Background: an optimization exercise with open tools, aiming at small area, a short achievable clock period and few clock cycles per item. Do not read the settings as production practice. The RTL was checked by simulation tests, not by an equivalence proof against the original design. No activity file was given, so power comes from the tool's default toggle rates.

$ cat flow/run.sh
#!/bin/bash
# synth_recipe.tcl (not shown) runs the flow's synth.tcl, then flattens the netlist and writes it again
# the make line also repeats each setting of config.mk as NAME=value (left out here)
make -C /OpenROAD-flow-scripts/flow DESIGN_CONFIG=/design/flow/config.mk WORK_HOME=/design/flow/orfs CLKGATE_MAP_FILE= SYNTH_SCRIPT=/design/flow/synth_recipe.tcl finish
$ cat flow/config.mk
export PLATFORM = sky130hd
export DESIGN_NAME = constrained_multi_queue_dispatcher_top
export DESIGN_NICKNAME = constrained_multi_queue_dispatcher_top
export VERILOG_FILES = /design/flow/design.v
export SDC_FILE = /design/flow/constraint.sdc
export NUM_CORES = 4
export LEC_CHECK = 0
export CAP_MARGIN = 20
export CORE_MARGIN = 2
export CORE_UTILIZATION = 75
export CTS_CLUSTER_DIAMETER = 70
export CTS_CLUSTER_SIZE = 25
export SETUP_SLACK_MARGIN = 3.6
export SLEW_MARGIN = 20
$ cat flow/constraint.sdc
create_clock -name core_clock -period 6.0 [get_ports {clock}]
set_input_delay 1.2000 -clock core_clock [delete_from_list [all_inputs] [get_ports {clock}]]
set_output_delay 1.2000 -clock core_clock [all_outputs]
set_load 0.01 [all_outputs]
$ cat flow/design.v
module constrained_multi_queue_dispatcher_top (
   input  logic        clock,
   input  logic        reset,
   input  logic        req_tvalid,
   output logic        req_tready,
   input  logic [23:0] req_tdata,
   input  logic [2:0]  req_tuser,
   output logic        rsp_tvalid,
   input  logic        rsp_tready,
   output logic [23:0] rsp_tdata,
   output logic [2:0]  rsp_tuser,
   input  logic        csr_valid,
   output logic        csr_ready,
   input  logic [2:0]  csr_index,
   input  logic [19:0] csr_data
);
   localparam int NQ   = 4;
   localparam int FQ   = 4;           
   localparam int OWED = FQ + 1;      
   localparam int RW   = 21;          
   logic [NQ-1:0]       en;          
   logic [NQ-1:0][19:0] set_ff;
   always_ff @(posedge clock) begin
      if (reset) begin
         en <= 4'b0001;
         for (int q = 0; q < NQ; q++) set_ff[q] <= 20'd19424;
      end else if (csr_valid) begin
         if (csr_index == 3'd0)
            for (int q = 0; q < NQ; q++) en[q] <= (csr_data[2:0] > 3'(q));
         for (int q = 0; q < NQ; q++)
            if (csr_index == 3'(q + 1)) set_ff[q] <= csr_data;
      end
   end
   function automatic logic ult5(input logic [4:0] a, input logic [4:0] b);
      logic [4:0] lt, eq;
      logic       lt_hi, eq_hi, lt_lo;
      lt    = ~a & b;
      eq    = ~(a ^ b);
      lt_hi = lt[4] | (eq[4] & lt[3]);
      eq_hi = eq[4] & eq[3];
      lt_lo = lt[2] | (eq[2] & lt[1]) | (eq[2] & eq[1] & lt[0]);
      ult5  = lt_hi | (eq_hi & lt_lo);
   endfunction
   function automatic logic ult8(input logic [7:0] a, input logic [7:0] b);
      logic lt, eq;
      lt = 1'b0;
      eq = 1'b1;
      for (int i = 7; i >= 0; i--) begin
         lt = lt | (eq & ~a[i] & b[i]);
         eq = eq & ~(a[i] ^ b[i]);
      end
      ult8 = lt;
   endfunction
   assign csr_ready = 1'b1;
   logic       tready_ff;
   logic       acc;
   logic [2:0] owed_ff;
   logic       pop;
   assign req_tready = tready_ff;
   assign acc        = req_tvalid & tready_ff;
   logic [NQ-1:0] zmatch;
   for (genvar q = 0; q < NQ; q++) begin : g_match
      logic       inr, ok;
      logic [1:0] dm;
      assign dm  = set_ff[q][11:10];
      assign inr = ~ult5(req_tdata[20:16], set_ff[q][4:0]) & ~ult5(set_ff[q][9:5], req_tdata[20:16]);
      always_comb begin
         case (dm)
            2'd0:    ok = inr & ~req_tuser[2];
            2'd1:    ok = inr & req_tuser[2];
            2'd2:    ok = inr;
            default: ok = 1'b1;
         endcase
      end
      assign zmatch[q] = en[q] & ok;
   end
   logic          d_sub, d_fet, d_cpl, d_nop;
   logic [NQ-1:0] d_match;
   logic [15:0]   d_tag;
   logic [1:0]    d_qi;
   always_ff @(posedge clock) begin
      if (reset) begin
         d_sub <= 1'b0;
         d_fet <= 1'b0;
         d_cpl <= 1'b0;
         d_nop <= 1'b0;
      end else begin
         d_sub <= acc & (req_tuser[1:0] == 2'd0);
         d_fet <= acc & (req_tuser[1:0] == 2'd1);
         d_cpl <= acc & (req_tuser[1:0] == 2'd2);
         d_nop <= acc & (req_tuser[1:0] == 2'd3);
      end
      d_match <= zmatch;
      d_tag   <= req_tdata[15:0];
      d_qi    <= req_tdata[22:21];
   end
   logic [NQ-1:0][5:0] pend_ff;      
   logic [NQ-1:0][7:0] act_ff;       
   logic [NQ-1:0]      nempty_ff;    
   logic [NQ-1:0]      actnz_ff;     
   logic [NQ-1:0]      canact_ff;    
   logic [NQ-1:0] sub_c, fet_c, sub_sel, fet_sel, inc, dec, adec, cpl_oh;
   logic          sub_hit, fet_hit;
   logic [1:0]    sub_q, fet_q;
   always_comb begin
      for (int q = 0; q < NQ; q++) begin
         sub_c[q] = d_match[q] & ~pend_ff[q][5];
         fet_c[q] = en[q] & nempty_ff[q] & canact_ff[q];
      end
      sub_sel[0] = sub_c[0];
      sub_sel[1] = sub_c[1] & ~sub_c[0];
      sub_sel[2] = sub_c[2] & ~sub_c[1] & ~sub_c[0];
      sub_sel[3] = sub_c[3] & ~sub_c[2] & ~sub_c[1] & ~sub_c[0];
      fet_sel[0] = fet_c[0];
      fet_sel[1] = fet_c[1] & ~fet_c[0];
      fet_sel[2] = fet_c[2] & ~fet_c[1] & ~fet_c[0];
      fet_sel[3] = fet_c[3] & ~fet_c[2] & ~fet_c[1] & ~fet_c[0];
      sub_hit = |sub_c;
      fet_hit = |fet_c;
      sub_q   = {sub_sel[3] | sub_sel[2], sub_sel[3] | sub_sel[1]};
      fet_q   = {fet_sel[3] | fet_sel[2], fet_sel[3] | fet_sel[1]};
      for (int q = 0; q < NQ; q++) begin
         cpl_oh[q] = d_cpl & (d_qi == 2'(q));
         inc[q]    = d_sub & sub_sel[q];
         dec[q]    = d_fet & fet_sel[q];
         adec[q]   = cpl_oh[q] & actnz_ff[q];
      end
   end
   logic [NQ-1:0][7:0] lim_m1;
   always_comb
      for (int q = 0; q < NQ; q++) lim_m1[q] = set_ff[q][19:12] - 8'd1;
   always_ff @(posedge clock) begin
      for (int q = 0; q < NQ; q++) begin
         if (reset) begin
            pend_ff[q]   <= 6'd0;
            act_ff[q]    <= 8'd0;
            nempty_ff[q] <= 1'b0;
            actnz_ff[q]  <= 1'b0;
            canact_ff[q] <= 1'b1;
         end else begin
            if (inc[q]) begin
               pend_ff[q]   <= pend_ff[q] + 6'd1;
               nempty_ff[q] <= 1'b1;
            end else if (dec[q]) begin
               pend_ff[q]   <= pend_ff[q] - 6'd1;
               nempty_ff[q] <= (pend_ff[q] != 6'd1);
            end
            if (dec[q]) begin
               act_ff[q]    <= act_ff[q] + 8'd1;
               actnz_ff[q]  <= 1'b1;
               canact_ff[q] <= (act_ff[q] != lim_m1[q]);
            end else if (adec[q]) begin
               act_ff[q]    <= act_ff[q] - 8'd1;
               actnz_ff[q]  <= (act_ff[q] != 8'd1);
               canact_ff[q] <= ~ult8(set_ff[q][19:12], act_ff[q]);
            end else begin
               canact_ff[q] <= ult8(act_ff[q], set_ff[q][19:12]);
            end
         end
      end
   end
   logic [NQ-1:0][7:0] p_lo;
   logic [NQ-1:0][3:0] p_hi;
   logic [7:0]         wr_lo;
   logic [3:0]         wr_hi;
   for (genvar q = 0; q < NQ; q++) begin : g_p
      for (genvar i = 0; i < 8; i++) begin : g_lo
         assign p_lo[q][i] = (pend_ff[q][2:0] == 3'(i));
      end
      for (genvar i = 0; i < 4; i++) begin : g_hi
         assign p_hi[q][i] = (pend_ff[q][4:3] == 2'(i));
      end
   end
   always_comb begin
      wr_lo = '0;
      wr_hi = '0;
      for (int q = 0; q < NQ; q++) begin
         wr_lo = wr_lo | (p_lo[q] & {8{sub_sel[q]}});
         wr_hi = wr_hi | (p_hi[q] & {4{sub_sel[q]}});
      end
   end
   logic [NQ-1:0] w_qoh;
   logic [3:0]    w_hi;
   logic [7:0]    w_lo;
   logic [15:0]   w_tag;
   always_ff @(posedge clock) begin
      if (reset) begin
         w_qoh <= '0;
      end else begin
         w_qoh <= inc;
      end
      w_hi  <= wr_hi;
      w_lo  <= wr_lo;
      w_tag <= d_tag;
   end
   logic [NQ*32-1:0][15:0] mem_ff;
   for (genvar q = 0; q < NQ; q++) begin : g_wq
      for (genvar h = 0; h < 4; h++) begin : g_wh
         for (genvar l = 0; l < 8; l++) begin : g_wl
            always_ff @(posedge clock) begin
               if (w_qoh[q] && w_hi[h] && w_lo[l]) mem_ff[q*32 + h*8 + l] <= w_tag;
            end
         end
      end
   end
   logic [NQ-1:0][7:0] pm1_lo;
   logic [NQ-1:0][3:0] pm1_hi;
   logic [3:0]         rd_hi;
   for (genvar q = 0; q < NQ; q++) begin : g_pm1
      logic lo0;
      assign lo0 = (pend_ff[q][2:0] == 3'd0);
      for (genvar i = 0; i < 8; i++) begin : g_lo
         assign pm1_lo[q][i] = (pend_ff[q][2:0] == 3'((i + 1) % 8));
      end
      for (genvar i = 0; i < 4; i++) begin : g_hi
         assign pm1_hi[q][i] = lo0 ? (pend_ff[q][4:3] == 2'((i + 1) % 4))
                                   : (pend_ff[q][4:3] == 2'(i));
      end
   end
   always_comb begin
      rd_hi = '0;
      for (int q = 0; q < NQ; q++) rd_hi = rd_hi | (pm1_hi[q] & {4{fet_sel[q]}});
   end
   logic          r_v;
   logic [2:0]    r_st;
   logic [1:0]    r_q;
   logic [NQ-1:0][7:0] r_lo;    
   logic [3:0]         r_hi;
   always_ff @(posedge clock) begin
      if (reset) begin
         r_v <= 1'b0;
      end else begin
         r_v <= d_sub | d_fet | d_cpl | d_nop;
      end
      for (int q = 0; q < NQ; q++) r_lo[q] <= pm1_lo[q] & {8{dec[q]}};
      r_hi  <= rd_hi;
      if (d_sub) begin
         r_st <= sub_hit ? 3'd0 : 3'd1;
         r_q  <= sub_q;
      end else if (d_fet) begin
         r_st <= fet_hit ? 3'd2 : 3'd3;
         r_q  <= fet_q;
      end else if (d_cpl) begin
         r_st <= (|adec) ? 3'd4 : 3'd5;
         r_q  <= d_qi;
      end else begin
         r_st <= 3'd3;
         r_q  <= 2'd0;
      end
   end
   logic [NQ-1:0][15:0] qtag;
   for (genvar q = 0; q < NQ; q++) begin : g_rd
      logic [15:0] grp [4];
      always_comb begin
         qtag[q] = '0;
         for (int h = 0; h < 4; h++) begin
            grp[h] = '0;
            for (int l = 0; l < 8; l++)
               grp[h] = grp[h] | (mem_ff[q*32 + h*8 + l] & {16{r_lo[q][l]}});
            qtag[q] = qtag[q] | (grp[h] & {16{r_hi[h]}});
         end
      end
   end
   logic                res_v;
   logic [2:0]          t_st;
   logic [1:0]          t_q;
   logic [NQ-1:0][15:0] t_qtag;
   logic [RW-1:0]       res;
   always_ff @(posedge clock) begin
      if (reset) begin
         res_v <= 1'b0;
      end else begin
         res_v <= r_v;
      end
      t_st   <= r_st;
      t_q    <= r_q;
      t_qtag <= qtag;
   end
   assign res = {t_st, t_q, t_qtag[0] | t_qtag[1] | t_qtag[2] | t_qtag[3]};
   logic          out_v;
   logic [RW-1:0] out_d;
   logic [RW-1:0] fq_ff [FQ];
   logic [1:0]    fq_wr, fq_rd;
   logic [2:0]    fq_cnt;
   logic          load, fq_ne, fq_push, fq_pop;
   assign pop     = out_v & rsp_tready;
   assign load    = ~out_v | rsp_tready;
   assign fq_ne   = (fq_cnt != 3'd0);
   assign fq_pop  = load & fq_ne;
   assign fq_push = res_v & ~(load & ~fq_ne);
   logic [1:0] fq_wr_p1, fq_rd_p1;
   logic [2:0] cnt_ld, cnt_hold;
   assign fq_wr_p1 = (fq_wr == 2'(FQ - 1)) ? 2'd0 : fq_wr + 2'd1;
   assign fq_rd_p1 = (fq_rd == 2'(FQ - 1)) ? 2'd0 : fq_rd + 2'd1;
   assign cnt_ld   = fq_ne ? (res_v ? fq_cnt : fq_cnt - 3'd1) : 3'd0;
   assign cnt_hold = res_v ? fq_cnt + 3'd1 : fq_cnt;
   always_ff @(posedge clock) begin
      if (reset) begin
         out_v  <= 1'b0;
         fq_wr  <= '0;
         fq_rd  <= '0;
         fq_cnt <= '0;
      end else begin
         if (load) out_v <= fq_ne | res_v;
         if (fq_push) fq_wr <= fq_wr_p1;
         if (fq_pop)  fq_rd <= fq_rd_p1;
         fq_cnt <= load ? cnt_ld : cnt_hold;
      end
      if (load) out_d <= fq_ne ? fq_ff[fq_rd] : res;
   end
   always_ff @(posedge clock) begin
      for (int i = 0; i < FQ; i++)
         if (res_v && fq_wr == 2'(i)) fq_ff[i] <= res;
   end
   assign rsp_tvalid = out_v;
   assign rsp_tuser  = out_d[20:18];
   assign rsp_tdata  = {6'd0, out_d[15:0], out_d[17:16]};
   logic [2:0] owed_p1, owed_m1, owed_nx;
   logic       t_p1, t_0, t_m1;
   assign owed_p1 = owed_ff + 3'd1;
   assign owed_m1 = owed_ff - 3'd1;
   assign t_p1    = (owed_p1 < 3'(OWED));
   assign t_0     = (owed_ff < 3'(OWED));
   assign t_m1    = (owed_m1 < 3'(OWED));
   always_comb begin
      case ({acc, pop})
         2'b10:   owed_nx = owed_p1;
         2'b01:   owed_nx = owed_m1;
         default: owed_nx = owed_ff;
      endcase
   end
   always_ff @(posedge clock) begin
      if (reset) begin
         owed_ff   <= '0;
         tready_ff <= 1'b1;
      end else begin
         owed_ff <= owed_nx;
         case ({acc, pop})
            2'b10:   tready_ff <= t_p1;
            2'b01:   tready_ff <= t_m1;
            default: tready_ff <= t_0;
         endcase
      end
   end
endmodule
==> summary.txt, run 1 <==
In this run the worst hold path is classified as reg -> reg. The count of max-cap constraint violations came out at 0. The worst setup path is of the reg -> out kind. The synthesis-to-finish area growth came out at 7.06%. Once the floorplan was initialized, standard cells occupied 75.3% of the core. The power density normalized to cell area came out at 295 nW/um^2. The signal arrival time at the worst endpoint is 1.49 ns. The fraction of post-synthesis cell area in the top cell type by area came out at 69.6%. The synthesized instance count is 5893.

The number of top-level design ports is 85. The area inside the core boundary came out at 123000 um^2. Before antenna repair, the detailed router went through 7 iterations. Detailed placement ended at an HPWL of 136 mm. The number of distinct library cell variants in the gate-level netlist after synthesis came out at 75. The worst slew margin relative to its limit is 21.6%. The maximum number of pins on one net before global-route repair is 102. The register area share after synthesis is 76.8%.

The slowest stage of the critical path is the sky130_fd_sc_hd__edfxtp_1 cell. The fraction of layout instances using a drive strength above 1 came out at 8.52%. Broken down by cell family, the worst path's largest delay share belongs to flip-flops. The most frequent standard cell in the layout excluding fill and tap cells is sky130_fd_sc_hd__edfxtp_1. The worst-case clock buffer depth is 3. The worst setup slack after placement is 2.47 ns. Yosys attributes the largest share of cell area to sky130_fd_sc_hd__edfxtp_1 (70%), sky130_fd_sc_hd__a22oi_1 (9.3%), sky130_fd_sc_hd__dfxtp_1 (7.2%). The number of vias after detailed routing came out at 55800. Setup repair after global routing could not meet its margin everywhere. The source-to-sink clock delay at the later pin of the worst-skew pair came out at 0.79 ns. The global-route usage over all layers came out at 38.0%. At the end of routability-driven placement, the weighted congestion stood at 0.899. The upper clock frequency limit is 0.371 GHz.

The first global-routing pass estimated 348 mm of wire. The number of synthesized flops with an enable pin came out at 2153. The biggest area contributor in the post-synthesis netlist is sky130_fd_sc_hd__edfxtp_1. After synthesis the netlist holds a flip-flop and latch count of 2487.

STA classifies the critical path endpoint as a primary output. IR analysis of the VDD net gives a maximum drop of 0.346 mV. The critical path goes through buf_2. The per-cell via count in the routed design came out at 7.39.

The most frequently used flop master after synthesis is sky130_fd_sc_hd__edfxtp_1. The proportion of synthesized flip-flops having asynchronous set or reset is 0%. The setup slack of the worst register-to-register path came out at 3.57 ns. The mean instance size in the synthesized netlist came out at 15.8 um^2.

The number of global-route vias before repair is 53200. The post-detailed-route wirelength per cell came out at 31.8 um. The clock transition time at the flip-flop clock pins of the worst setup and hold paths came out at 0.09 ns. The data required time of the critical path is 4.80 ns. The worst-case setup margin in the final layout came out at 3.31 ns. The mapped netlist covers 92900 um^2. The number of antenna violations at the first check in global routing is 15. The total of warnings raised by yosys came out at 6. The deepest level of the CTS H-tree is 4. The total clock buffers created by CTS came out at 130. The TritonCTS clock tree is done.

The clock sink total came out at 2487. Port buffering added 76 buffers. Together, buffers and inverters on the worst path number 1. The routed wire length came out at 240 mm. The flow ran to the end and the layout has no timing, DRC or antenna violations. After routing, the total negative slack on setup checks comes to 0 ns. The die is 356 um wide. Leaving out fill and tap cells, the most frequent cells in the layout are sky130_fd_sc_hd__edfxtp_1 (2153), sky130_fd_sc_hd__a22oi_1 (1142), sky130_fd_sc_hd__nand2_1 (323). The worst setup path is launched from a flip-flop. The die span in y is 356 um.

The max-slew violation count is 0. The die covers 127000 um^2. In the routed design, unresolved DRC markers number 0. The root buffer cell chosen for the clock tree is sky130_fd_sc_hd__clkbuf_16.

Setup violations remaining at the end of the flow were counted as 0. The detailed router finished its first iteration with 9073 violations. The shortest period the worst path allows came out at 2.69 ns. The final layout net count is 5955. The transition time at the pin with the least slew margin is 1.18 ns. Of all nets on the critical path, the largest fanout is 1.

The number of nets with antenna violations after routing is 0. After global routing the overflow that remains totals 0. The worst stage delay on the critical path came out at 0.53 ns.

The analysis attributes to cell leakage a power of 32.0 nW. The final cycle utilization of the critical path is 44.9%. The worst clock skew on the final layout is 0.0394 ns. The number of hold violations in the final report is 0. After floorplanning, the core was divided into 129 placement rows.
state kept, by name (all words and copies together), names as in the netlist, 8 cells and up:
| name | cells |
|---|---|
| d_tag | 16 |
| t_qtag | 64 |
| set_ff | 80 |
| pend_ff | 24 |
| w_lo | 8 |
| r_lo | 32 |
| w_tag | 16 |
| act_ff | 32 |
| out_d | 21 |
| fq_ff | 84 |
| mem_ff | 2048 |
synth_stat cells (23+ instances only):
cell type                  number
sky130_fd_sc_hd__a22oi_1     1153
sky130_fd_sc_hd__nand2b_1      24
sky130_fd_sc_hd__o21ai_0       49
sky130_fd_sc_hd__a222oi_1      25
sky130_fd_sc_hd__nand3b_1      34
sky130_fd_sc_hd__xnor2_1       75
sky130_fd_sc_hd__inv_1         97
sky130_fd_sc_hd__a21o_1        26
sky130_fd_sc_hd__ha_1         100
sky130_fd_sc_hd__a21oi_1      109
sky130_fd_sc_hd__nor2b_1       26
sky130_fd_sc_hd__nand2_1      323
sky130_fd_sc_hd__edfxtp_1    2153
sky130_fd_sc_hd__nor2_1       147
sky130_fd_sc_hd__buf_1         87
sky130_fd_sc_hd__nor3_1        27
sky130_fd_sc_hd__xor2_1        23
sky130_fd_sc_hd__dfxtp_1      334
sky130_fd_sc_hd__nand3_1       55
sky130_fd_sc_hd__clkbuf_1     301
sky130_fd_sc_hd__a211oi_1      32
sky130_fd_sc_hd__nand4_1      291
sky130_fd_sc_hd__and3_1       161
per-layer routing:
metal  up-vias  wire length, um  share of wire [%]  global-route usage (%)
met4         6             9150                3.8                    14.8
met5         -               34              0.014                       0
li1      23400                -                  -                       -
met2      4143           114000                 48                    59.4
met1     27800            85700                 36                    54.0
met3       509            31000                 13                    7.42
timing repair:
action / 4_1_cts / 5_1_grt
pin swaps: 1 / 3
gates cloned: 2 / 0
gates resized for setup: 139 / 89
hold buffers: 0 / 0
buffers inserted: 3 / 8
setup endpoints to repair: 806 / 954
kinds of logic after synthesis:
kind of cell	count (synthesis)	synth area share (%)
and+or+nand+nor	1178	6.71
AOI/OAI and AO/OA	1512	12.0
muxes	8	0.0876
xor gates and xnor gates	98	0.924
DFF	2487	76.8
other	2	0.00809
adders and majority gates	107	1.42
buffers and inverters	501	2.07
stage by stage:
step | utilization, % | power (W) | std cells | hold WS, ns | instance area [um^2]
finish | 80.6 | 0.0293 | 7551 | 0.327 | 99400
floorplan | - | 0.0195 | 5898 | 0.310 | 92900
detailed placement | 77.0 | 0.0198 | 7291 | 0.312 | 94900
global placement | 77.0 | 0.0197 | 7291 | 0.311 | 94900
global route | 80.6 | 0.0299 | 7534 | 0.331 | 99400
CTS | 80.3 | 0.0293 | 7519 | 0.328 | 99100
final timing paths:
path / cells after the start / to / start
max: 1 / rsp_tdata[2] / out_d[0]
min: 0 / w_tag[2] / d_tag[2]
max reg2reg: 2 / mem_ff[826] / w_lo[3]
min reg2reg: 0 / w_tag[2] / d_tag[2]
report_power, final:
part / internal, W / leakage, nW / switching [W]
clock: 0.00455 / 2.01 / 0.00540
combinational: 0.000117 / 7.82 / 0.000309
sequential: 0.0188 / 22.2 / 0.000186
layout make-up:
cell class,count,area (um^2)
repair inverters,1,7.51
diodes,23,57.6
inverters,99,379
multi-input cells,2911,19900
clock buffers,173,3610
repair buffers,170,1400
well taps,1637,2050
fillers,6390,23900
clock inverters,50,537
flip-flops and latches,2487,71500
Testbench counts, summed over its fixed seeds: cycles 22,225, items 20,000.
==> run 2, diff against run 1 <==
--- a/flow/design.v
+++ b/flow/design.v
@@ -15,8 +15,7 @@
    input  logic [19:0] csr_data
 );
    localparam int NQ   = 4;
-   localparam int FQ   = 4;           
-   localparam int OWED = FQ + 1;      
+   localparam int OWED = 5;           
    localparam int RW   = 21;          
    logic [NQ-1:0]       en;          
    logic [NQ-1:0][19:0] set_ff;
@@ -279,21 +278,18 @@
    assign res = {t_st, t_q, t_qtag[0] | t_qtag[1] | t_qtag[2] | t_qtag[3]};
    logic          out_v;
    logic [RW-1:0] out_d;
-   logic [RW-1:0] fq_ff [FQ];
-   logic [1:0]    fq_wr, fq_rd;
+   logic [RW-1:0] fq_ff [OWED];
+   logic [2:0]    fq_wr, fq_rd, fq_wr_p1, fq_rd_p1;
    logic [2:0]    fq_cnt;
-   logic          load, fq_ne, fq_push, fq_pop;
-   assign pop     = out_v & rsp_tready;
-   assign load    = ~out_v | rsp_tready;
-   assign fq_ne   = (fq_cnt != 3'd0);
-   assign fq_pop  = load & fq_ne;
-   assign fq_push = res_v & ~(load & ~fq_ne);
-   logic [1:0] fq_wr_p1, fq_rd_p1;
-   logic [2:0] cnt_ld, cnt_hold;
-   assign fq_wr_p1 = (fq_wr == 2'(FQ - 1)) ? 2'd0 : fq_wr + 2'd1;
-   assign fq_rd_p1 = (fq_rd == 2'(FQ - 1)) ? 2'd0 : fq_rd + 2'd1;
-   assign cnt_ld   = fq_ne ? (res_v ? fq_cnt : fq_cnt - 3'd1) : 3'd0;
-   assign cnt_hold = res_v ? fq_cnt + 3'd1 : fq_cnt;
+   logic [RW-1:0] x0, x1;
+   logic          v0, v1;
+   assign pop      = out_v & rsp_tready;
+   assign fq_wr_p1 = (fq_wr == 3'(OWED - 1)) ? 3'd0 : fq_wr + 3'd1;
+   assign fq_rd_p1 = (fq_rd == 3'(OWED - 1)) ? 3'd0 : fq_rd + 3'd1;
+   assign x0 = (fq_cnt == 3'd0) ? res : fq_ff[fq_rd];
+   assign x1 = (fq_cnt == 3'd1) ? res : fq_ff[fq_rd_p1];
+   assign v0 = (fq_cnt != 3'd0) | res_v;
+   assign v1 = (fq_cnt > 3'd1) | res_v;
    always_ff @(posedge clock) begin
       if (reset) begin
          out_v  <= 1'b0;
@@ -301,16 +297,17 @@
          fq_rd  <= '0;
          fq_cnt <= '0;
       end else begin
-         if (load) out_v <= fq_ne | res_v;
-         if (fq_push) fq_wr <= fq_wr_p1;
-         if (fq_pop)  fq_rd <= fq_rd_p1;
-         fq_cnt <= load ? cnt_ld : cnt_hold;
+         out_v <= pop ? v1 : v0;
+         if (res_v) fq_wr <= fq_wr_p1;
+         if (pop)   fq_rd <= fq_rd_p1;
+         fq_cnt <= pop ? (res_v ? fq_cnt : fq_cnt - 3'd1)
+                       : (res_v ? fq_cnt + 3'd1 : fq_cnt);
       end
-      if (load) out_d <= fq_ne ? fq_ff[fq_rd] : res;
+      out_d <= pop ? x1 : x0;
    end
    always_ff @(posedge clock) begin
-      for (int i = 0; i < FQ; i++)
-         if (res_v && fq_wr == 2'(i)) fq_ff[i] <= res;
+      for (int i = 0; i < OWED; i++)
+         if (res_v && fq_wr == 3'(i)) fq_ff[i] <= res;
    end
    assign rsp_tvalid = out_v;
    assign rsp_tuser  = out_d[20:18];
==> run 2 against run 1 <==
Compared with the run above: clock power down 3.0%; sequential cell count up 23; die area up 1.9%; critical path depth unchanged; total power is 1.3% higher; largest power group unchanged; worst hold slack got worse by 0.028 ns; sequential power about the same; synthesized cell count increased by 4.1%; area after synthesis rose by 1.9%; count of clock-buffer cells in the layout unchanged; wire length rose by 2.6%; core utilization rose by 0.20 points.
==> summary.txt, run 2 <==
The mean instance size in the synthesized netlist came out at 15.4 um^2. The number of global-route vias before repair is 54800. Yosys attributes the largest share of cell area to sky130_fd_sc_hd__edfxtp_1 (68%), sky130_fd_sc_hd__a22oi_1 (9.8%), sky130_fd_sc_hd__dfxtp_1 (7.6%). Summed over all instances, the cell type with the most area after synthesis is sky130_fd_sc_hd__edfxtp_1. Setup repair after global routing could not meet its margin everywhere.

TritonCTS built the clock tree. The area occupied by multi-input gates is 21200 um^2. The total cell area at the placement stage came out at 96700 um^2. The fraction of post-synthesis cell area in the top cell type by area is 68.3%. Input and output buffers added on the ports amount to 76. The per-cell via count in the routed design is 7.43. STA classifies the critical path endpoint as a primary output. The number of vias after detailed routing came out at 57900.

The shortest period the worst path allows is 2.45 ns. The flip-flop count of the largest register after layout is 2048. Entering global routing, the biggest net connects 126 pins. The global-route usage over all layers is 37.7%.

Summed over all cells, the static leakage comes to 32.3 nW. The number of search-and-repair iterations in the first detailed-routing pass came out at 8. The count of placed standard cells in the final layout, fillers left out came out at 7791. The capture endpoint of the worst hold path is w_tag[1]. The count of max-cap constraint violations came out at 0.

The sum of net half-perimeters after detailed placement came out at 137 mm. In this run the vertical extent of the chip is 359 um. The full die area is 129000 um^2. The final setup violation count came out at 0. The most critical setup path has its startpoint at out_d[6].

The violation count after the first detailed-routing iteration is 9733. In the synthesized netlist, the number of instances is 6134. The endpoint identified for the worst register-to-register timing path is mem_ff[356]. The flip-flop and latch area is 72000 um^2. The layout has 6522 filler cells.

In this run the core area contains 130 standard-cell rows. The share of the Yosys chip area taken by registers is 75.9%. The instance count after placement with tap cells included came out at 7529.

In the synthesized netlist the dominant register cell turns out to be sky130_fd_sc_hd__edfxtp_1. The global-route met2 utilization came out at 57.8%. The worst-case clock buffer depth is 3. The first-pass GRT wire length is 358 mm. The cell family contributing the most delay on the critical path is flip-flops. The tree built by TritonCTS fans out to 2510 sinks. In the final layout, the registers with the most flip-flops are mem_ff (2048), fq_ff (105), set_ff (80). The final cycle utilization of the critical path is 40.8%.

The startpoint of the worst register-to-register path is w_qoh[0]. Traced cell by cell, the critical path runs through buf_6. The met1 global-route usage came out at 53.9%. The final layout net count came out at 6198. From synthesis to final layout, the design area changed by 7.08%. The remaining global-route overflow came out at 0. The fraction of layout instances using a drive strength above 1 is 8.72%. The cell with the most instances after synthesis is sky130_fd_sc_hd__edfxtp_1. The cell area after synthesis came out at 94700 um^2. The upper clock frequency limit is 0.409 GHz.

The worst stage delay on the critical path is 0.37 ns. The initial core utilization is 75.5%. The startpoint identified for the worst hold timing path is d_tag[1]. The die width came out at 359 um.

The data required time of the critical path is 4.80 ns. The worst slew margin relative to its limit came out at 23.8%. The synthesized netlist contains 87 unique library cells. The count of buffering cells on the critical path with inverters included came out at 1. The power density normalized to cell area came out at 293 nW/um^2. The total negative slack for setup checks came out at 0 ns. The transition time at the pin with the least slew margin is 1.14 ns. The top cell types in the final layout, fill and taps aside, are sky130_fd_sc_hd__edfxtp_1 (2153), sky130_fd_sc_hd__a22oi_1 (1224), sky130_fd_sc_hd__nand2_1 (328). More flip-flops sit in one register than any other, and that register is mem_ff. The depth of the most critical reg-to-reg path is 1. The startpoint type of the worst setup path is a flip-flop. Counting instances in the post-synthesis netlist gives the leading cell types as sky130_fd_sc_hd__edfxtp_1 (2153), sky130_fd_sc_hd__a22oi_1 (1232), sky130_fd_sc_hd__dfxtp_1 (357). met2 is the most crowded layer.

The source-to-sink clock delay at the later pin of the worst-skew pair is 0.79 ns. The tightest min-delay check is of the reg -> reg type. The number of synthesized flops with an enable pin is 2153. The signal arrival time at the worst endpoint is 1.24 ns. The setup path with the least slack is of type reg -> out. The proportion of synthesized flip-flops having asynchronous set or reset is 0%.

For this run, the number of Yosys warnings is 6. The deepest level of the CTS H-tree is 3. TritonCTS created 121 clock buffers.

The final estimated routing congestion in global placement came out at 0.899. The final non-filler cell area came out at 101000 um^2. The post-detailed-route wirelength per cell is 31.6 um.

Along the worst path, the maximum fanout reaches 1. The largest individual stage delay along the critical path comes from the cell sky130_fd_sc_hd__dfxtp_2. The tree is rooted in a sky130_fd_sc_hd__clkbuf_16.

The library cell used most frequently in the layout, excluding fill and tap cells, is sky130_fd_sc_hd__edfxtp_1. The flow ran to the end and the layout has no timing, DRC or antenna violations. The number of hold violations in the final report is 0. The routed wire length came out at 246 mm. The count of state elements after synthesis is 2510.

The utilization after layout is 80.8%. The cell count of the worst hold path is 0. In the global route stage, met3 resource usage came out at 7.42%.

The number of nets with antenna violations after routing is 0. The post-route DRC violation count is 0. The clock transition time at the flip-flop clock pins of the worst setup and hold paths is 0.10 ns. The max-slew violation count came to 0. The peak supply drop came out at 0.364 mV. For the final database, setup skew stands at 0.0526 ns. The number of top-level design ports is 85. The setup slack of the worst register-to-register path is 3.57 ns. The number of antenna violations at the first check in global routing is 8. For this design, the CTS-stage hold fixing added 0 buffers.

The area inside the core boundary came out at 125000 um^2.
run 2: cell type report:
class	instances	area share [%]
Clock buffer	173	3.34
Multi-Input combinational cell	3105	20.9
Clock inverter	41	0.516
Sequential cell	2510	71.0
Antenna cell	9	0.0222
Timing Repair Buffer	202	1.78
Tap cell	1650	2.04
Inverter	101	0.381
run 2: timing repair:
item,in CTS,in global routing
cloned,5,2
pin swaps,8,4
gates resized for setup,176,81
setup endpoints to repair,861,667
buffers inserted,24,7
run 2: how the worst max path moves through the flow:
stage	slack, ns	endpoint	cells after the start
after floorplan	3.60	owed_ff[2]	6
after global placement	2.52	owed_ff[2]	8
after detailed placement	2.49	owed_ff[2]	8
after CTS	3.54	rsp_tdata[8]	1
after global routing	3.45	set_ff[24]	5
final	3.56	rsp_tdata[8]	1
run 2: cell families after synthesis:
group | after synthesis | share of synthesized area (%)
simple gates | 1257 | 7.07
compound gates | 1617 | 12.4
mux | 8 | 0.0859
xor+xnor | 100 | 0.925
flops | 2510 | 75.9
other cells | 2 | 0.00793
buf+inv | 528 | 2.17
fa+ha+maj | 112 | 1.45
run 2: metal layers:
| metal | vias up | part of all wire, % |
|---|---|---|
| met5 | - | 0 |
| met4 | 0 | 4.7 |
| met3 | 616 | 13 |
| met2 | 4413 | 46 |
| met1 | 28500 | 36 |
| li1 | 24300 | - |
run 2: through the flow:
stage	setup slack, ns	power, W	hold WS, ns
2_1_floorplan	3.60	0.0200	0.310
3_3_place_gp	2.52	0.0203	0.311
3_5_place_dp	2.49	0.0204	0.312
4_1_cts	3.54	0.0296	0.312
5_1_grt	3.45	0.0304	0.310
6_report	3.56	0.0297	0.300
run 2: where the power goes:
part	switching [W]	internal, W
Sequential	0.000201	0.0190
Combinational	0.000553	0.000335
Clock	0.00536	0.00429
Testbench counts of run 2, summed over its fixed seeds: cycles 22,225, items 20,000.
==> run 3, diff against run 2 <==
--- a/flow/config.mk
+++ b/flow/config.mk
@@ -10,5 +10,5 @@
 export CORE_UTILIZATION = 75
 export CTS_CLUSTER_DIAMETER = 70
 export CTS_CLUSTER_SIZE = 25
-export SETUP_SLACK_MARGIN = 3.6
+export SETUP_SLACK_MARGIN = 3.45
 export SLEW_MARGIN = 20
==> run 3 against run 2 <==
Compared with the run above: register-to-register slack worse by 0.13 ns; clock skew is 0.011 ns lower; global-route usage is 0.10 points lower; fmax is 4.4% lower; total power is 1.6% higher; combinational power is 6.4% lower; first-iteration DRC count is 3.0% lower; die area stayed put; non-clock buffer count stayed put.
==> summary.txt, run 3 <==
The register area share after synthesis came out at 75.9%. In this run the standard cell core region covers 125000 um^2. The number of cell rows came out at 130. For this run, the leading register cell type out of synthesis is sky130_fd_sc_hd__edfxtp_1.

The number of vias after detailed routing is 57700. Dividing total power by cell area gives a power density of 297 nW/um^2. For this run, the top clock speed supported by timing is 0.391 GHz. The cell with the most instances after synthesis is sky130_fd_sc_hd__edfxtp_1. The deepest level of the CTS H-tree is 4. After synthesis, the largest area contributor takes up 68.3% of total cell area.

The number of global-route vias before repair is 54400. The synthesis-to-finish area growth is 7.24%. The min-delay analysis places its worst path in the category reg -> reg.

The number of nets with antenna violations after routing came out at 0. By area the synthesized netlist is led by sky130_fd_sc_hd__edfxtp_1 (68%), sky130_fd_sc_hd__a22oi_1 (9.8%), sky130_fd_sc_hd__dfxtp_1 (7.6%). The proportion of synthesized flip-flops having asynchronous set or reset is 0%.

The max-slew violation count is 0. The count of state elements after synthesis came out at 2510. In this run the register-to-register setup slack is 3.44 ns. At the later pin of the worst-skew pair, clock insertion delay measures 0.80 ns.

The launch point of the worst hold path is d_tag[12]. The count of placed standard cells in the final layout, fillers left out came out at 7819. Sorting the synthesized cells by how often they occur yields sky130_fd_sc_hd__edfxtp_1 (2153), sky130_fd_sc_hd__a22oi_1 (1232), sky130_fd_sc_hd__dfxtp_1 (357). The routed wire length is 244 mm. The peak supply drop came out at 0.324 mV. The fraction of layout instances using a drive strength above 1 came out at 7.68%. The number of antenna violations at the first check in global routing is 16.

The number of search-and-repair iterations in the first detailed-routing pass came out at 8. Measured against its own limit, the worst slew margin works out to 21.7%. The die is 359 um wide. The worst setup path is captured at a flip-flop. For this run, design rule violations remaining after detail routing come to 0. Leaving out fill and tap cells, the most frequent cell in the layout is sky130_fd_sc_hd__edfxtp_1.

Once detailed placement completed, the half-perimeter wirelength came to 137 mm. Routability-driven placement finished with a final weighted congestion of 0.871. The initial core utilization is 75.5%. After routing, the total negative slack on setup checks comes to 0 ns. The mean instance size in the synthesized netlist is 15.4 um^2. The transition time at the pin with the least slew margin is 1.17 ns. The worst setup path is launched from a flip-flop. After filler insertion, the fill cell instance count of the layout stands at 6429. The full die area came out at 129000 um^2. At the worst endpoint, the arrival time is 3.24 ns. The die is 359 um tall. The final critical path takes up 42.6% of the cycle.

The root cell of the clock tree is sky130_fd_sc_hd__clkbuf_16. Counting tap cells, the placed design contains a total of 7537 instances. The first-pass GRT wire length came out at 356 mm.

The maximum number of pins on one net before global-route repair is 121. The tree built by TritonCTS fans out to 2510 sinks. The worst-case clock buffer depth came out at 3.

The flow ran to the end and the layout has no timing, DRC or antenna violations. The cell count of the worst hold path is 0. The port buffer count came out at 76. The number of hold violations in the final report came out at 0. Leaving out fill and tap cells, the most frequent cells in the layout are sky130_fd_sc_hd__edfxtp_1 (2153), sky130_fd_sc_hd__a22oi_1 (1229), sky130_fd_sc_hd__nand2_1 (329). The number of synthesized flops with an enable pin came out at 2153. The TritonCTS clock tree is done. The largest register by flop count is mem_ff. The total clock buffers created by CTS came out at 133. The total overflow left after global routing is 0. The number of distinct library cell variants in the gate-level netlist after synthesis came out at 87.

The depth of the most critical reg-to-reg path came out at 5. The Yosys step of the flow raised 6 warnings. The final non-filler cell area is 102000 um^2. The per-cell via count in the routed design is 7.38.

The post-detailed-route wirelength per cell came out at 31.2 um. The startpoint identified for the worst register-to-register timing path is r_lo[28]. Setup repair after global routing could not meet its margin everywhere.

The clock transition time at the flip-flop clock pins of the worst setup and hold paths came out at 0.09 ns. In the final layout, the registers with the most flip-flops are mem_ff (2048), fq_ff (105), set_ff (80). The shortest period the worst path allows is 2.56 ns. The final layout net count came out at 6207.

Across the run, the number of max-cap violations was 0. The violation count after the first detailed-routing iteration is 9444. The synthesized netlist occupies a cell area of 94700 um^2.

In this run the static leakage power is 32.5 nW. For hold timing, the worst endpoint is w_tag[12]. The cts-stage hold buffer count is 0. The number of top-level design ports came out at 85. The flip-flop count of the largest register after layout is 2048.

The capture instance of the worst register-to-register path is t_qtag[57]. The biggest area contributor in the post-synthesis netlist is sky130_fd_sc_hd__edfxtp_1. Synthesis produced 6134 cells. Clock skew on the completed layout was measured at 0.0418 ns.

For this run, the total global-route usage over all layers was measured as 37.6%. For the worst setup path, the data required time is 6.68 ns. The critical path is of the reg -> reg type. The utilization after layout came out at 80.9%. After detailed placement, the total cell area comes to 96800 um^2. In this run the worst path has a maximum fanout of 28.

The final setup violation count is 0. The worst slack on hold paths is 0.313 ns.
[run 3: cell counts after synthesis]
Identical to the previous run, type by type.
[run 3: per-layer routing]
| layer | track usage [%] | wire (um) | up-vias |
|---|---|---|---|
| li1 | - | - | 24300 |
| met1 | 52.8 | 87000 | 28500 |
| met5 | 0 | 35 | - |
| met2 | 58.0 | 115000 | 4291 |
| met4 | 16.9 | 11400 | 6 |
| met3 | 7.96 | 31000 | 599 |
[run 3: kinds of logic after synthesis]
logic type,share of synthesized area (%)
adders and majority gates,1.45
xor gates and xnor gates,0.925
buffers and inverters,2.17
DFF,75.9
other,0.00793
AOI/OAI and AO/OA,12.4
muxes,0.0859
and+or+nand+nor,7.07
[run 3: worst max-delay path by stage]
stage | endpoint | slack, ns | startpoint | cells after the start
3_3_place_gp | owed_ff[2] | 2.55 | rsp_tready | 8
5_1_grt | set_ff[41] | 3.41 | csr_valid | 5
3_5_place_dp | owed_ff[2] | 2.50 | rsp_tready | 8
6_report | t_qtag[57] | 3.44 | r_lo[28] | 5
4_1_cts | out_d[13] | 3.44 | fq_rd[0] | 9
2_1_floorplan | owed_ff[2] | 3.48 | rsp_tready | 6
[run 3: power breakdown]
group,switching (W),internal (W),total (W)
logic,0.000545,0.000287,0.000832
clock network,0.00539,0.00481,0.0102
registers,0.000184,0.0190,0.0192
total,0.00612,0.0241,0.0302
[run 3: cell type report]
cell class,instances,area (um^2),area share [%]
sequential,2510,71900,70.9
multi-input combinational,3102,21000,20.7
clock buffer,187,3810,3.76
tap,1650,2060,2.03
timing repair buffer,202,1740,1.71
clock inverter,46,513,0.505
inverter,101,387,0.381
antenna,21,52.6,0.0518
[run 3: what timing repair did]
item	in CTS	in global routing
setup endpoints to repair	396	48
resized for setup	122	20
setup buffers	12	13
pin swaps	5	4
cloned	3	0
[run 3: stage by stage]
step                setup WS [ns]  power [W]
finish                       3.44     0.0302
global route                 3.41     0.0309
CTS                          3.44     0.0302
detailed placement           2.50     0.0204
global placement             2.55     0.0203
floorplan                    3.48     0.0200
[run 3: critical path: stages, from the launching register on]
cell	delay [ns]
sky130_fd_sc_hd__dfxtp_2	0.97
sky130_fd_sc_hd__buf_4	0.49
sky130_fd_sc_hd__a22oi_1	0.14
sky130_fd_sc_hd__nand4_1	0.25
sky130_fd_sc_hd__a22oi_1	0.20
sky130_fd_sc_hd__nand2_1	0.37
==> run 4, diff against run 3 <==
--- a/flow/config.mk
+++ b/flow/config.mk
@@ -8,7 +8,7 @@
 export CAP_MARGIN = 20
 export CORE_MARGIN = 2
 export CORE_UTILIZATION = 75
-export CTS_CLUSTER_DIAMETER = 70
-export CTS_CLUSTER_SIZE = 25
-export SETUP_SLACK_MARGIN = 3.45
+export CTS_CLUSTER_DIAMETER = 60
+export CTS_CLUSTER_SIZE = 20
+export SETUP_SLACK_MARGIN = 3.6
 export SLEW_MARGIN = 20
==> run 4 against run 3 <==
Compared with the run above: still clean; fmax grew 3.5%; via count up 0.77%; sequential power about the same; sequential cell count stayed put; clock skew fell by 0.0061 ns; combinational power is 5.0% higher; first-iteration DRC count is 2.0% lower; critical path type is now reg -> out; largest cell class unchanged; largest power group unchanged.
==> summary.txt, run 4 <==
The run finished with no timing, DRC or antenna violations. Counting flops per register, the top entry is mem_ff. The master of the slowest instance on the critical path is sky130_fd_sc_hd__dfxtp_2. The violation count after the first detailed-routing iteration is 9258. The count of max-cap constraint violations is 0.

The global-route usage over all layers came out at 38.2%. The shortest period the worst path allows came out at 2.47 ns. The flip-flop count of the largest register after layout is 2048.

For this run, the number of Yosys warnings is 6. A synthesized cell averages 15.4 um^2. Overall power consumption after layout is estimated at 0.0309 W. TritonCTS built the clock tree. The clock tree synthesis step divided the H-tree into 4 levels. The proportion of synthesized flip-flops having asynchronous set or reset is 0%. The count of state elements after synthesis came out at 2510. Dividing the detail-routed wire length by the instance count gives 31.7 um. The source-to-sink clock delay at the later pin of the worst-skew pair is 0.83 ns.

The cts-stage hold buffer count came out at 0. The static leakage is 32.7 nW. The number of top-level design ports is 85.

The final layout net count came out at 6232. The worst stage delay on the critical path came out at 0.36 ns. In the layout the commonest cells are sky130_fd_sc_hd__edfxtp_1 (2153), sky130_fd_sc_hd__a22oi_1 (1230), sky130_fd_sc_hd__nand2_1 (328). Of all cell types, the one taking the most synthesized area is sky130_fd_sc_hd__edfxtp_1. The worst-case setup margin in the final layout is 3.53 ns. Row generation in the floorplan step produced 130 rows. The total negative slack for setup checks is 0 ns. The largest registers in the layout are mem_ff (2048), fq_ff (105), set_ff (80).

For this design the ratio of total power to cell area is 302 nW/um^2. The per-cell via count in the routed design is 7.43. The full die area is 129000 um^2. The number of hold violations in the final report came out at 0. The upper clock frequency limit came out at 0.405 GHz. The cell count of the worst hold path is 0. The worst setup slack after placement is 2.49 ns. Traced cell by cell, the critical path runs through buf_6.

The area growth from synthesis to layout is 7.88%. The worst clock skew on the final layout is 0.0358 ns. The sum of net half-perimeters after detailed placement is 137 mm.

The cell area that synthesis handed to floorplanning was 94700 um^2. The post-route DRC violation count is 0. The worst setup path is captured at a primary output.

For this block, the via count after detailed routing is 58200. The category of cells accounting for the largest share of critical-path delay is flip-flops. Counting every sink on the clock net gives 2510. The data required time of the critical path is 4.80 ns. The number of global-route vias before repair is 55800. Setup repair after global routing could not meet its margin everywhere. The max-slew violation count is 0. The final non-filler cell area came out at 102000 um^2.

Leaving out fill and tap cells, the most frequent cell in the layout is sky130_fd_sc_hd__edfxtp_1. In this run the number of cells on the critical path is 1. The maximum fanout along the worst path is 1. The port buffer count came out at 76. The final estimated routing congestion in global placement is 0.899. The signal arrival time at the worst endpoint is 1.27 ns. In this run the worst hold path is classified as reg -> reg. The number of antenna violations at the first check in global routing came out at 10. The depth of the most critical reg-to-reg path is 5.

The worst slew margin relative to its limit is 22.7%. The first-pass GRT wire length came out at 361 mm. The total cell area at the placement stage came out at 96700 um^2. The die span in y came out at 359 um. In this run, CTS created clock tree buffers numbering 155.

The number of nets with antenna violations after routing is 0. The floorplan step set the die width to 359 um. After synthesis, the most frequently instantiated cells are sky130_fd_sc_hd__edfxtp_1 (2153), sky130_fd_sc_hd__a22oi_1 (1232), sky130_fd_sc_hd__dfxtp_1 (357). The number of search-and-repair iterations in the first detailed-routing pass is 8. The maximum number of pins on one net before global-route repair came out at 126. The initial utilization of the core area, before any placement, comes to 75.5%. The final cycle utilization of the critical path came out at 41.2%. The critical path in this run is classified as reg -> out. The clock transition time at the flip-flop clock pins of the worst setup and hold paths is 0.08 ns. The most used flip-flop cell after synthesis is sky130_fd_sc_hd__edfxtp_1. The final setup violation count came out at 0.

The worst-case clock buffer depth is 3. Cells with a size suffix above 1 make up 9.04% of the layout. The remaining global-route overflow is 0. The number of distinct library cell variants in the gate-level netlist after synthesis is 87. In the post-synthesis netlist, the cell with the most instances is sky130_fd_sc_hd__edfxtp_1. The count of buffering cells on the critical path with inverters included came out at 1. At the pin with the least slew margin, the transition time is 1.16 ns.

The number of synthesized flops with an enable pin came out at 2153. Counting every instance in the synthesized netlist gives 6134. The worst setup path is launched from a flip-flop.

The routed wire length came out at 248 mm. The peak supply drop is 0.345 mV. The root buffer cell chosen for the clock tree is sky130_fd_sc_hd__clkbuf_16. The fraction of post-synthesis cell area in the top cell type by area came out at 68.3%. After synthesis, flip-flops and latches occupy 75.9% of the total area. Yosys attributes the largest share of cell area to sky130_fd_sc_hd__edfxtp_1 (68%), sky130_fd_sc_hd__a22oi_1 (9.8%), sky130_fd_sc_hd__dfxtp_1 (7.6%).

The core region is 125000 um^2.
-- run 4: changes by cell type in the layout (fill, tap and decap cells not counted), sizes merged --
cell           before  now
or4                18   19
clkbuf            188  206
clkdlybuf4s50      51   50
clkinvlp            7    6
bufinv              6    4
clkinv             22   24
and2               16   17
inv               112  116
dlygate4sd2         0    1
diode              21   11
nor3               37   38
-- run 4: layout make-up --
type | instances | area (um^2)
clock buffers | 205 | 4260
inverters | 101 | 387
fillers | 6422 | 23300
multi-input cells | 3105 | 21100
clock inverters | 49 | 488
flip-flops and latches | 2510 | 72000
diodes | 11 | 27.5
well taps | 1650 | 2060
repair buffers | 202 | 1780
-- run 4: power breakdown --
group / internal, W / switching, W / leakage (nW)
Combinational: 0.000324 / 0.000549 / 8.20
Sequential: 0.0190 / 0.000201 / 22.2
Clock: 0.00524 / 0.00559 / 2.31
Total: 0.0245 / 0.00634 / 32.7
-- run 4: final timing paths --
path,endpoint,slack [ns],startpoint
max,rsp_tdata[11],3.53,out_d[9]
min,w_tag[3],0.32,d_tag[3]
max reg2reg,t_qtag[31],3.58,r_lo[12]
min reg2reg,w_tag[3],0.32,d_tag[3]
-- run 4: what timing repair did --
action                     CTS  global route
setup buffers               28             4
gates resized for setup    167            76
cloned                       5             1
pin swaps                    8             1
setup endpoints to repair  666           636
-- run 4: routing by layer --
layer	global-route usage (%)	part of all wire, %
met5	0	0.024
met3	8.51	13
met1	53.8	36
met2	58.3	47
met4	17.1	4.7
-- run 4: cells by family after synthesis --
| family | Yosys count | synth area share (%) |
|---|---|---|
| flip-flops | 2510 | 75.9 |
| AO/OA/AOI/OAI | 1617 | 12.4 |
| AND/OR/NAND/NOR | 1257 | 7.07 |
| buffers and inverters | 528 | 2.17 |
| adder cells (fa/ha/maj) | 112 | 1.45 |
| XOR/XNOR | 100 | 0.925 |
| multiplexers | 8 | 0.0859 |
| other | 2 | 0.00793 |
-- run 4: through the flow --
step	util (%)	hold WS [ns]	cells
floorplan	-	0.310	6139
global route	81.4	0.334	7822
CTS	81.2	0.326	7816
global placement	77.1	0.311	7529
finish	81.4	0.322	7833
detailed placement	77.1	0.312	7529
==> run 5, diff against run 4 <==
--- a/flow/design.v
+++ b/flow/design.v
@@ -125,9 +125,9 @@
          adec[q]   = cpl_oh[q] & actnz_ff[q];
       end
    end
-   logic [NQ-1:0][7:0] lim_m1;
+   logic [NQ-1:0][7:0] act_p1;
    always_comb
-      for (int q = 0; q < NQ; q++) lim_m1[q] = set_ff[q][19:12] - 8'd1;
+      for (int q = 0; q < NQ; q++) act_p1[q] = act_ff[q] + 8'd1;
    always_ff @(posedge clock) begin
       for (int q = 0; q < NQ; q++) begin
          if (reset) begin
@@ -145,9 +145,9 @@
                nempty_ff[q] <= (pend_ff[q] != 6'd1);
             end
             if (dec[q]) begin
-               act_ff[q]    <= act_ff[q] + 8'd1;
+               act_ff[q]    <= act_p1[q];
                actnz_ff[q]  <= 1'b1;
-               canact_ff[q] <= (act_ff[q] != lim_m1[q]);
+               canact_ff[q] <= (act_p1[q] != set_ff[q][19:12]);
             end else if (adec[q]) begin
                act_ff[q]    <= act_ff[q] - 8'd1;
                actnz_ff[q]  <= (act_ff[q] != 8'd1);
==> run 5 against run 4 <==
Compared with the run above: still clean on timing, DRC and antenna; highest routed layer unchanged; critical endpoint is now out_d[3]; cell count is 0.57% lower; count of clock-buffer cells in the layout is 42 higher; sequential power hardly changed; critical path type is now reg -> reg; via count is 0.70% lower.
==> summary.txt, run 5 <==
The flow ran to the end and the layout has no timing, DRC or antenna violations. The maximum number of pins on one net before global-route repair came out at 113. The worst slew margin relative to its limit is 18.9%. For this run, the leading register cell type out of synthesis is sky130_fd_sc_hd__edfxtp_1. In the synthesized netlist, the cells that appear most often are sky130_fd_sc_hd__edfxtp_1 (2153), sky130_fd_sc_hd__a22oi_1 (1196), sky130_fd_sc_hd__dfxtp_1 (357).

The max-slew violation count came out at 0. The clock sink total is 2510. The worst setup slack after placement is 2.35 ns. The number of search-and-repair iterations in the first detailed-routing pass is 9. The proportion of synthesized flip-flops having asynchronous set or reset is 0%. The fraction of layout instances using a drive strength above 1 came out at 8.50%. The count of state elements after synthesis is 2510. Counting along the longest clock path gives a buffer depth of 3. The post-route DRC violation count is 0. The fraction of post-synthesis cell area in the top cell type by area came out at 68.7%. Of all nets on the critical path, the largest fanout is 25. STA puts the critical path data arrival time at 3.19 ns.

The clock transition time at the flip-flop clock pins of the worst setup and hold paths came out at 0.08 ns. The number of cell rows is 129. Detailed placement finished with a half-perimeter wire length of 136 mm.

The mean instance size in the synthesized netlist came out at 15.6 um^2. The most frequent standard cell in the layout excluding fill and tap cells is sky130_fd_sc_hd__edfxtp_1. Setup repair after global routing could not meet its margin everywhere.

The power density normalized to cell area is 304 nW/um^2. The total clock buffers created by CTS is 154. The full die area is 128000 um^2.

TritonCTS built the clock tree. The worst setup path is launched from a flip-flop. The number of global-route vias before repair is 55400.

The per-cell via count in the routed design came out at 7.42. The synthesis-to-finish area growth came out at 8.19%. By area the synthesized netlist is led by sky130_fd_sc_hd__edfxtp_1 (69%), sky130_fd_sc_hd__a22oi_1 (9.5%), sky130_fd_sc_hd__dfxtp_1 (7.6%). The critical path in this run is classified as reg -> reg.

The critical path endpoint category is a flip-flop. The count of max-cap constraint violations came out at 0. The remaining global-route overflow is 0. The final layout net count is 6158. The final non-filler cell area is 102000 um^2. The shortest period the worst path allows came out at 2.47 ns.

The worst clock skew on the final layout came out at 0.0379 ns. The number of top-level design ports came out at 85. For the worst-skew pair, the clock arrives at the later sink with an insertion delay of 0.81 ns. The setup slack of the worst register-to-register path is 3.53 ns. The total cell area at the placement stage came out at 96300 um^2.

The number of nets with antenna violations after routing is 0. The port buffer count came out at 76. The static leakage is 32.5 nW. The number of synthesized flops with an enable pin is 2153.

The number of vias after detailed routing came out at 57800. The total negative slack for setup checks came out at 0 ns. The data required time of the critical path came out at 6.72 ns. The first global-routing pass estimated 357 mm of wire. The number of antenna violations at the first check in global routing was 21. mem_ff holds more flip-flops than any other register. The worst slack on hold paths came out at 0.308 ns. The upper clock frequency limit came out at 0.405 GHz.

The largest registers in the layout are mem_ff (2048), fq_ff (105), set_ff (80). The root buffer cell chosen for the clock tree is sky130_fd_sc_hd__clkbuf_16. The cell area after synthesis came out at 94100 um^2. After layout, the worst setup slack is 3.53 ns.

The routed wire length is 247 mm. The tightest min-delay check is of the reg -> reg type. The synthesized design spends more area on one cell type than any other, namely sky130_fd_sc_hd__edfxtp_1. The deepest level of the CTS H-tree is 4. After detailed routing, the average wire length per cell comes to 31.7 um. The number of distinct library cell variants in the gate-level netlist after synthesis came out at 78. Measured along the y axis, the die boundary spans 358 um. The final setup violation count came out at 0. The total of warnings raised by yosys is 6. After the first detailed-routing iteration, the DRC count stood at 9527. The sum of internal, switching and leakage power came out at 0.0309 W. The synthesized instance count came out at 6045. The transition time at the pin with the least slew margin came out at 1.22 ns. Once the floorplan was initialized, standard cells occupied 75.9% of the core.

sky130_fd_sc_hd__edfxtp_1 is the most common cell in the netlist. The die is 358 um wide. Of the available clock period, the critical path in the final layout requires 41.2%.

The register area share after synthesis is 76.3%. The number of hold violations in the final report came out at 0. At the end of routability-driven placement, the weighted congestion stood at 0.888. Global routing used 38.3% of the available tracks across all layers.

The area inside the core boundary is 124000 um^2. VDD sags by at most 0.352 mV. The register with the most flip-flops in the layout has 2048 of them. In the layout the commonest cells are sky130_fd_sc_hd__edfxtp_1 (2153), sky130_fd_sc_hd__a22oi_1 (1192), sky130_fd_sc_hd__nand2_1 (324).
## run 5: cell families after synthesis
group	synth area share [%]
flip-flops	76.3
AO/OA/AOI/OAI	12.4
AND/OR/NAND/NOR	6.83
buffers and inverters	2.06
adder cells (fa/ha/maj)	1.42
XOR/XNOR	0.884
multiplexers	0.129
other	0.00798
## run 5: report_power, final
part           total, W  switching (W)  internal (W)
combinational  0.000977       0.000613      0.000365
clock            0.0108        0.00556       0.00520
sequential       0.0192       0.000205        0.0190
## run 5: worst paths after layout
path	to	depth (start not counted)	startpoint
worst min register to register	w_tag[6]	0	d_tag[6]
worst max-delay path	out_d[3]	8	fq_rd[0]
worst max register to register	out_d[3]	8	fq_rd[0]
worst min-delay path	w_tag[6]	0	d_tag[6]
## run 5: repair_timing
| item | 4_1_cts | 5_1_grt |
|---|---|---|
| pin swaps | 10 | 13 |
| buffers inserted | 14 | 15 |
| gates resized for setup | 157 | 84 |
| endpoints found under the hold margin | 0 | 0 |
| hold buffers | 0 | 0 |
| setup endpoints to repair | 79 | 479 |
| cloned | 7 | 4 |
## run 5: worst max-delay path, cell delays in order, from the launching register on
cell and delay, ns:
sky130_fd_sc_hd__dfxtp_4 0.37, sky130_fd_sc_hd__buf_4 0.14, sky130_fd_sc_hd__ha_1 0.23, sky130_fd_sc_hd__ha_4 0.17
sky130_fd_sc_hd__buf_4 0.24, sky130_fd_sc_hd__or4_4 0.71, sky130_fd_sc_hd__a31oi_1 0.19, sky130_fd_sc_hd__mux2i_1 0.11
sky130_fd_sc_hd__a21oi_1 0.22
## run 5: routing by layer
metal | track usage [%] | wire [um] | vias up
li1 | - | - | 24200
met1 | 53.7 | 87800 | 28400
met2 | 58.7 | 114000 | 4476
met3 | 9.19 | 33100 | 682
met4 | 16.6 | 11300 | 14
met5 | 0 | 82 | -
## run 5: layout make-up
class,instances,area [um^2]
sequential,2510,72000
fill,6275,22300
timing repair buffer,210,1990
tap,1637,2050
clock inverter,35,347
inverter,90,345
clock buffer,247,4360
multi-input combinational,3039,20700
antenna,20,50.0
## run 5: per-stage QoR
stage          utilization, %  instances
2_1_floorplan               -       6050
3_3_place_gp             77.6       7445
3_5_place_dp             77.6       7445
4_1_cts                  81.7       7748
5_1_grt                  82.0       7768
6_report                 82.1       7788
Testbench counts of run 5, summed over its fixed seeds: cycles 22,225, items 20,000.
==> run 6, diff against run 5 <==
--- a/flow/config.mk
+++ b/flow/config.mk
@@ -10,5 +10,5 @@
 export CORE_UTILIZATION = 75
 export CTS_CLUSTER_DIAMETER = 60
 export CTS_CLUSTER_SIZE = 20
-export SETUP_SLACK_MARGIN = 3.6
+export SETUP_SLACK_MARGIN = 3.8
 export SLEW_MARGIN = 20
==> run 6 against run 5 <==
Compared with the run above: synthesized cell count unchanged; count of clock-buffer cells in the layout decreased by 19; largest cell class unchanged; total power about the same; combinational power increased by 13%; still clean.
==> summary.txt, run 6 <==
The maximum fanout along the worst path came out at 6. In the post-synthesis netlist, the cell with the most instances is sky130_fd_sc_hd__edfxtp_1. The root cell of the clock tree is sky130_fd_sc_hd__clkbuf_16. In this run the static leakage power is 32.6 nW. The met3 wire length came out at 34.1 mm. The transition time at the pin with the least slew margin is 1.11 ns.

The number of global-route vias before repair came to 55800. The core region is 124000 um^2. The instance count after placement with tap cells included came out at 7433. TritonCTS built the clock tree. Sorting the synthesized cells by how often they occur yields sky130_fd_sc_hd__edfxtp_1 (2153), sky130_fd_sc_hd__a22oi_1 (1196), sky130_fd_sc_hd__dfxtp_1 (357).

At the end of routability-driven placement, the weighted congestion stood at 0.919. The capture instance of the worst register-to-register path is out_d[12]. In the layout the commonest cells are sky130_fd_sc_hd__edfxtp_1 (2153), sky130_fd_sc_hd__a22oi_1 (1170), sky130_fd_sc_hd__nand2_1 (323). The total negative slack for setup checks came out at 0 ns. The routed wire length came out at 252 mm. Dividing the detail-routed wire length by the instance count gives 32.3 um. The remaining global-route overflow came out at 0. The fraction of post-synthesis cell area in the top cell type by area is 68.7%. Entering global routing, the biggest net connects 113 pins. Counting the buffers created by CTS gives 153. The post-route DRC violation count came out at 0. The fraction of layout instances using a drive strength above 1 is 11.7%.

The per-cell via count in the routed design is 7.49. For this run, the number of Yosys warnings is 6. The floorplan has 129 rows. The data required time of the critical path is 6.67 ns. Measured against its own limit, the worst slew margin works out to 26.3%. The worst setup path is of the reg -> reg kind. For this run, the leading register cell type out of synthesis is sky130_fd_sc_hd__edfxtp_1.

Summed over all instances, the cell type with the most area after synthesis is sky130_fd_sc_hd__edfxtp_1. Setup repair after global routing could not meet its margin everywhere. Data on the critical path arrives at its endpoint at 3.25 ns. The cell count of the worst hold path is 0. The violation count after the first detailed-routing iteration is 9615.

Dividing total power by cell area gives a power density of 301 nW/um^2. The worst register-to-register path has a setup slack of 3.43 ns. The peak supply drop came out at 0.395 mV.

In the final design database the tool counted 6187 nets. The number of nets with antenna violations after routing is 0. Of the available clock period, the critical path in the final layout requires 42.9%. The upper clock frequency limit came out at 0.389 GHz.

The max-slew violation count came out at 0. For hold timing, the worst endpoint is w_tag[14]. The worst hold path begins at d_tag[14]. The largest registers in the layout are mem_ff (2048), fq_ff (105), set_ff (80). The deepest level of the CTS H-tree is 4. The synthesis-to-finish area growth came out at 9.02%. Clock-pin slew was measured on the worst setup and hold paths at 0.09 ns. The run finished with no timing, DRC or antenna violations. The sum of net half-perimeters after detailed placement is 136 mm. The depth of the most critical reg-to-reg path is 10. The total routed wire length on the met1 layer came out at 88.6 mm. The number of search-and-repair iterations in the first detailed-routing pass came out at 10.

The finished layout holds 7793 standard cells, fillers aside. The register area share after synthesis is 76.3%. The number of vias after detailed routing is 58400. The flip-flop count of the largest register after layout came out at 2048. The filler cells instantiated in the layout total 6080.

The cts-stage hold buffer count is 0. The area occupied by multi-input gates came out at 21300 um^2. The mean instance size in the synthesized netlist came out at 15.6 um^2.

The final setup violation count is 0. Counting flops with an async set or reset pin after synthesis yields a share of 0%. The initial core utilization is 75.9%. The number of synthesized flops with an enable pin is 2153. The clock sink total is 2510. Wire segments on met2 add up to 117 mm in the final route. The full die area came out at 128000 um^2. The worst clock skew on the final layout is 0.0280 ns. In this run the cell area of the synthesized design comes to 94100 um^2. 85 I/O pins were placed. The shortest period the worst path allows came out at 2.57 ns. The tightest min-delay check is of the reg -> reg type. The die width came out at 358 um. The number of antenna violations at the first check in global routing came to 10.

Across the run, the number of max-cap violations was 0. The global-route usage over all layers is 39.0%. Counting flops and latches in the post-synthesis netlist gives 2510. The library cell used most frequently in the layout, excluding fill and tap cells, is sky130_fd_sc_hd__edfxtp_1.

By area the synthesized netlist is led by sky130_fd_sc_hd__edfxtp_1 (69%), sky130_fd_sc_hd__a22oi_1 (9.5%), sky130_fd_sc_hd__dfxtp_1 (7.6%). The synthesized instance count is 6045. In this run the vertical extent of the chip is 358 um. The startpoint type of the worst setup path is a flip-flop. The first global-routing pass estimated 362 mm of wire. The number of distinct library cell variants in the gate-level netlist after synthesis is 78. Counting along the longest clock path gives a buffer depth of 3.

The sequential cells in the finished layout cover a total of 72000 um^2. The startpoint of the worst register-to-register path is fq_rd[0]. Ranked by flip-flop count, first place goes to mem_ff.

The later pin in the worst-skew pair is clocked with a latency of 0.81 ns. The port buffer count came out at 76. The number of hold violations in the final report came out at 0.

The highest metal layer with signal wires is met5. The critical path endpoint category is a flip-flop.
## run 6: cell count changes in the layout (fill, tap and decap cells not counted), moves of 14 or more
cell                       before   now
sky130_fd_sc_hd__a22oi_1     1192  1170
sky130_fd_sc_hd__a22oi_2        4    26
sky130_fd_sc_hd__buf_6         22    49
sky130_fd_sc_hd__o21ai_0       56    42
sky130_fd_sc_hd__and3_2        30   131
sky130_fd_sc_hd__and3_1       132    30
sky130_fd_sc_hd__clkbuf_1      85    66
sky130_fd_sc_hd__o21ai_1        4    18
## run 6: area by class of cell
cell class	instances	share of cell area, %
sequential	2510	70.2
multi-input combinational	3044	20.8
clock buffer	228	4.16
timing repair buffer	235	2.21
tap	1637	2.00
inverter	90	0.349
clock inverter	31	0.323
antenna	18	0.0439
## run 6: how the worst max path moves through the flow
stage	start	to	slack, ns	depth (start not counted)
after floorplan	rsp_tready	owed_ff[2]	3.78	6
after global placement	fq_rd[2]	out_d[11]	2.56	9
after detailed placement	fq_rd[2]	out_d[11]	2.42	9
after CTS	out_d[10]	rsp_tdata[12]	3.48	1
after global routing	fq_rd[1]	out_d[11]	3.29	9
final	fq_rd[0]	out_d[12]	3.43	10
## run 6: critical path, stage by stage (launching register included)
cell	delay [ns]
sky130_fd_sc_hd__dfxtp_4	0.35
sky130_fd_sc_hd__buf_6	0.13
sky130_fd_sc_hd__ha_4	0.16
sky130_fd_sc_hd__ha_4	0.26
sky130_fd_sc_hd__buf_6	0.14
sky130_fd_sc_hd__buf_4	0.13
sky130_fd_sc_hd__and4b_4	0.24
sky130_fd_sc_hd__a222oi_1	0.48
sky130_fd_sc_hd__a21oi_2	0.11
sky130_fd_sc_hd__a211oi_2	0.32
sky130_fd_sc_hd__a21oi_2	0.11
## run 6: kinds of logic after synthesis
group	synth area share (%)
AO/OA/AOI/OAI	12.4
XOR/XNOR	0.884
adder cells (fa/ha/maj)	1.42
buffers and inverters	2.06
flip-flops	76.3
multiplexers	0.129
other	0.00798
AND/OR/NAND/NOR	6.83
## run 6: power by group
part / switching, W / leakage [nW] / total, W / internal, W
registers: 0.000210 / 22.3 / 0.0192 / 0.0190
clock network: 0.00548 / 2.22 / 0.0106 / 0.00515
logic: 0.000693 / 8.15 / 0.00110 / 0.000411
total: 0.00638 / 32.6 / 0.0309 / 0.0245
## run 6: timing repair
item	CTS	global route
gates resized for setup	364	118
endpoints found under the hold margin	0	0
cloned	14	3
pin swaps	35	44
setup endpoints to repair	1883	512
buffers inserted	42	24
## run 6: per-layer routing
metal / track usage, % / vias to the layer above
met4: 17.6 / 6
met5: 0 / -
met1: 54.6 / 28700
li1: - / 24200
met3: 9.01 / 737
met2: 59.7 / 4688
## run 6: stage by stage
| stage | worst slack (ns) | total power (W) | utilization, % | hold slack [ns] | area (um^2) |
|---|---|---|---|---|---|
| after floorplan | 3.78 | 0.0200 | - | 0.310 | 94200 |
| after global placement | 2.56 | 0.0204 | 77.5 | 0.309 | 96200 |
| after detailed placement | 2.42 | 0.0205 | 77.5 | 0.312 | 96200 |
| after CTS | 3.48 | 0.0308 | 82.2 | 0.319 | 102000 |
| after global routing | 3.29 | 0.0316 | 82.7 | 0.320 | 103000 |
| final | 3.43 | 0.0309 | 82.7 | 0.321 | 103000 |

[afterwards: timing with drivers on the ports]
The results above use ideal ports. As a check the final layouts listed here were re-extracted and re-timed, cells and wires unchanged. Step 1 sets driving cells, clkbuf_16 on the clock port and buf_2 on the other inputs (assumed; they add their load-dependent delay and slew). Step 2 moves the port delays by t, midway between the first and last clock arrival at a register: inputs arrive t later, outputs are due t later. That takes back most of the time a late clock gives input paths. Three values: ideal ports, drivers, drivers and shift; two values: the first two.
run	t, ns	setup WS [ns]	worst data-port slew with drivers (ns)	pins driven straight from the clock port
run 1	0.849	3.307 / 3.223 / 2.959	0.06	1
run 2	0.847	3.555 / 3.477 / 2.788	0.05	1
run 3	0.848	3.442 / 3.418 / 2.717	0.06	1
run 4	0.896	3.529 / 3.451 / 2.786	0.05	1
run 5	0.875	3.529 / 3.448 / 2.741	0.06	1
run 6	0.887	3.429 / 3.400 / 2.986	0.06	1
After both steps every run listed still meets setup and hold. For run 5, which loses most, drivers alone change the setup slack by -0.081 ns; drivers and shift together by -0.788 ns.
